Background: an optimization exercise with open tools, aiming at small area, a short achievable clock period and few clock cycles per item. Do not read the settings as production practice. Power and IR drop assume default switching activity.

Design low_score_flank_window_selector, start of the top module:
module low_score_flank_window_selector
(
    input  logic               clk,
    input  logic               rst_n,
    input  logic               psel,
    input  logic               penable,
    input  logic               pwrite,
    input  logic [lsfws_pkg::PADDR_W-1:0] paddr,
    input  logic [lsfws_pkg::PDATA_W-1:0] pwdata,
    output logic [lsfws_pkg::PDATA_W-1:0] prdata,
    output logic               pready,
    input  logic               item_valid,
    output logic               item_stall,
    input  lsfws_pkg::item_t              item,
    output logic               result_valid,
    input  logic               result_stall,
    output lsfws_pkg::result_t            result
);
==> module low_score_flank_window_selector, before the edit <==
module low_score_flank_window_selector
(
    input  logic               clk,
    input  logic               rst_n,
    input  logic               psel,
    input  logic               penable,
    input  logic               pwrite,
    input  logic [lsfws_pkg::PADDR_W-1:0] paddr,
    input  logic [lsfws_pkg::PDATA_W-1:0] pwdata,
    output logic [lsfws_pkg::PDATA_W-1:0] prdata,
    output logic               pready,
    input  logic               item_valid,
    output logic               item_stall,
    input  lsfws_pkg::item_t              item,
    output logic               result_valid,
    input  logic               result_stall,
    output lsfws_pkg::result_t            result
);
    localparam int SLOTS   = lsfws_pkg::WINDOW_SIZE;
    localparam int NSCORE  = 4;              
    localparam int SCORE_W = lsfws_pkg::SCORE_W;
    localparam int POS_W   = lsfws_pkg::POS_W;
    localparam int PDATA_W = lsfws_pkg::PDATA_W;
    lsfws_pkg::score_t              threshold_reg;
    logic [SLOTS-1:0][POS_W-1:0]    pos_reg;
    logic [SLOTS-1:0]               pend_reg;
    logic [SLOTS-1:0]               last_reg;
    logic [SLOTS-1:0]               kept_reg;
    logic [NSCORE-1:0][SCORE_W-1:0] score_reg;
    logic [NSCORE-1:0]              below_reg;    
    logic [2:0]                     fill_reg;
    logic                           stall_reg;
    logic                           out_valid_reg;
    lsfws_pkg::result_t             out_reg;
    assign pready = 1'b1;
    logic              thr_write;
    lsfws_pkg::score_t thr_next;
    assign thr_write = psel && penable && pwrite && !paddr[2];
    assign thr_next  = thr_write ? pwdata[SCORE_W-1:0] : threshold_reg;
    always_ff @(posedge clk or negedge rst_n)
    begin
        if (!rst_n)
            threshold_reg <= lsfws_pkg::THRESHOLD_RESET;
        else
            threshold_reg <= thr_next;
    end
    assign prdata = paddr[2] ? '0 : PDATA_W'(threshold_reg);
    logic              accept;
    logic              insert;
    logic              flush;
    logic [NSCORE:0]   cmp;         
    logic [NSCORE-1:0] below_next;
    logic              full;
    logic              low;
    logic [SLOTS-1:0]  win;         
    logic [SLOTS-1:0]  kept_sh;     
    logic [SLOTS-1:0]  newp;        
    assign item_stall = stall_reg && result_stall;
    assign accept     = item_valid && !item_stall;
    assign insert     = accept && !item.func;
    assign flush      = accept && item.func;
    assign full       = (fill_reg == 3'd5);
    always_comb
    begin
        win = '0;
        if (item.func)
        begin
            kept_sh = kept_reg;
            for (int i = 0; i < SLOTS; i++)
                win[i] = (3'(i) < fill_reg);
            if (full)
                low = below_reg[1] | below_reg[0];
            else
                low = |(below_reg & win[NSCORE-1:0]);
        end
        else
        begin
            kept_sh = {kept_reg[SLOTS-2:0], 1'b0};
            for (int i = 0; i < SLOTS; i++)
                win[i] = (3'(i) <= fill_reg);
            if (full)
                low = below_reg[1];                          
            else if (fill_reg == 3'd4)
                low = below_reg[3] | below_reg[2] | below_reg[1];    
            else
                low = 1'b0;
        end
        newp = low ? (win & ~kept_sh) : '0;
    end
    always_comb
    begin
        cmp[0] = (item.score < thr_next);
        for (int i = 0; i < NSCORE; i++)
            cmp[i+1] = (score_reg[i] < thr_next);
        below_next = insert ? cmp[NSCORE-1:0] : cmp[NSCORE:1];
    end
    logic [SLOTS-1:0] pick;        
    logic             load_out;
    logic [POS_W-1:0] pick_pos;
    logic             pick_last;
    always_comb
    begin
        pick = '0;
        for (int i = 0; i < SLOTS; i++)
            if (pend_reg[i])
            begin
                pick    = '0;
                pick[i] = 1'b1;
            end
        pick_pos  = '0;
        pick_last = 1'b0;
        for (int i = 0; i < SLOTS; i++)
        begin
            pick_pos  = pick_pos | (pick[i] ? pos_reg[i] : '0);
            pick_last = pick_last | (pick[i] & last_reg[i]);
        end
    end
    assign load_out = (|pend_reg) && (!out_valid_reg || !result_stall);
    logic [SLOTS-1:0] pend_left;
    logic [SLOTS-1:0] pend_next;
    logic             out_valid_next;
    assign pend_left = load_out ? (pend_reg & ~pick) : pend_reg;
    always_comb
    begin
        if (insert)
            pend_next = {pend_left[SLOTS-2:0], 1'b0} | newp;
        else if (flush)
            pend_next = pend_left | newp;
        else
            pend_next = pend_left;
        out_valid_next = load_out || (out_valid_reg && result_stall);
    end
    always_ff @(posedge clk or negedge rst_n)
    begin
        if (!rst_n)
        begin
            pend_reg      <= '0;
            fill_reg      <= '0;
            stall_reg     <= 1'b0;
            out_valid_reg <= 1'b0;
        end
        else
        begin
            pend_reg <= pend_next;
            if (insert && !full)
                fill_reg <= fill_reg + 3'd1;
            else if (flush)
                fill_reg <= '0;
            stall_reg     <= pend_next[SLOTS-1] && out_valid_next;
            out_valid_reg <= out_valid_next;
        end
    end
    always_ff @(posedge clk)
    begin
        if (insert)
        begin
            pos_reg   <= {pos_reg[SLOTS-2:0], item.position};
            last_reg  <= {last_reg[SLOTS-2:0], low};
            score_reg <= {score_reg[NSCORE-2:0], item.score};
            kept_reg  <= kept_sh | newp;
        end
        else if (flush)
        begin
            last_reg[0] <= last_reg[0] | newp[0];
            kept_reg    <= '0;
        end
        below_reg <= below_next;
        if (load_out)
            out_reg <= {pick_pos, pick_last};
    end
    assign result_valid = out_valid_reg;
    assign result       = out_reg;
endmodule
==> flow/config.mk <==
export PLATFORM = sky130hd
export DESIGN_NAME = low_score_flank_window_selector
export DESIGN_NICKNAME = low_score_flank_window_selector
export VERILOG_FILES = /design/flow/design.v
export SDC_FILE = /design/flow/constraint.sdc
export NUM_CORES = 4
export LEC_CHECK = 0
export CAP_MARGIN = 20
export CORE_MARGIN = 2
export CORE_UTILIZATION = 40
export SETUP_SLACK_MARGIN = 3
export SLEW_MARGIN = 20
==> flow/constraint.sdc <==
create_clock -name core_clock -period 5.5 [get_ports {clk}]
set_input_delay 1.1000 -clock core_clock [delete_from_list [all_inputs] [get_ports {clk}]]
set_output_delay 1.1000 -clock core_clock [all_outputs]
set_load 0.01 [all_outputs]
run.sh (not shown) runs the stock make flow with config.mk's settings and CLKGATE_MAP_FILE= SYNTH_SCRIPT=/design/flow/synth_recipe.tcl, a recipe that flattens the netlist after the stock synthesis.
Change:
--- a/flow/design.v
+++ b/flow/design.v
@@ -72,24 +72,27 @@
     begin
         if (!rst_n)
             threshold_reg <= lsfws_pkg::THRESHOLD_RESET;
         else
             threshold_reg <= thr_next;
     end
-    assign prdata = paddr[2] ? '0 : PDATA_W'(threshold_reg);
+    logic [SCORE_W-1:0] prdata_reg;
+    always_ff @(posedge clk)
+        prdata_reg <= paddr[2] ? '0 : thr_next;
+    assign prdata = PDATA_W'(prdata_reg);
     logic              accept;
     logic              insert;
     logic              flush;
     logic [NSCORE:0]   cmp;         
     logic [NSCORE-1:0] below_next;
     logic              full;
     logic              low;
     logic [SLOTS-1:0]  win;         
     logic [SLOTS-1:0]  kept_sh;     
     logic [SLOTS-1:0]  newp;        
-    assign item_stall = stall_reg && result_stall;
+    assign item_stall = stall_reg;
     assign accept     = item_valid && !item_stall;
     assign insert     = accept && !item.func;
     assign flush      = accept && item.func;
     assign full       = (fill_reg == 3'd5);
     always_comb
     begin
Outcome: Count of clock-buffer cells in the layout goes down by 5; sequential share of layout area goes up by 0.46 points; wire length goes up by about 3.4%; non-clock buffer count goes up by 20; first-iteration DRC count goes down by 9.8%; final area goes up by 2.9%; combinational power goes up by about 33%; synthesized area goes up by about 2.4%.
No run of this note included a check of the RTL's function; only the layout flow was run.

[separate check: timing with driven ports]
Ports are ideal in the flow. The routed layouts listed here were re-timed in OpenROAD.
Step 1 (the two cells are an assumption about what drives the block):
set clk [get_ports {clk}]
set_driving_cell -lib_cell sky130_fd_sc_hd__clkbuf_16 $clk
set_driving_cell -lib_cell sky130_fd_sc_hd__buf_2 [delete_from_list [all_inputs] $clk]
Step 2 moves the port delays by t, midway between the first and last clock arrival at a register: inputs arrive t later, outputs are due t later. That takes back most of the time a late clock gives input paths.
Slacks: ideal ports / drivers / drivers and shift; pairs: ideal ports / drivers.
run	t (ns)	setup slack, ns	worst setup path at the end	latest minus earliest clock arrival (ns)
the first run	0.546	2.387 / 2.388 / 1.842	input to register	0.024 / 0.024
the second run	0.555	2.109 / 2.119 / 1.564	input to register	0.022 / 0.022
After both steps setup and hold are still met in every run listed.
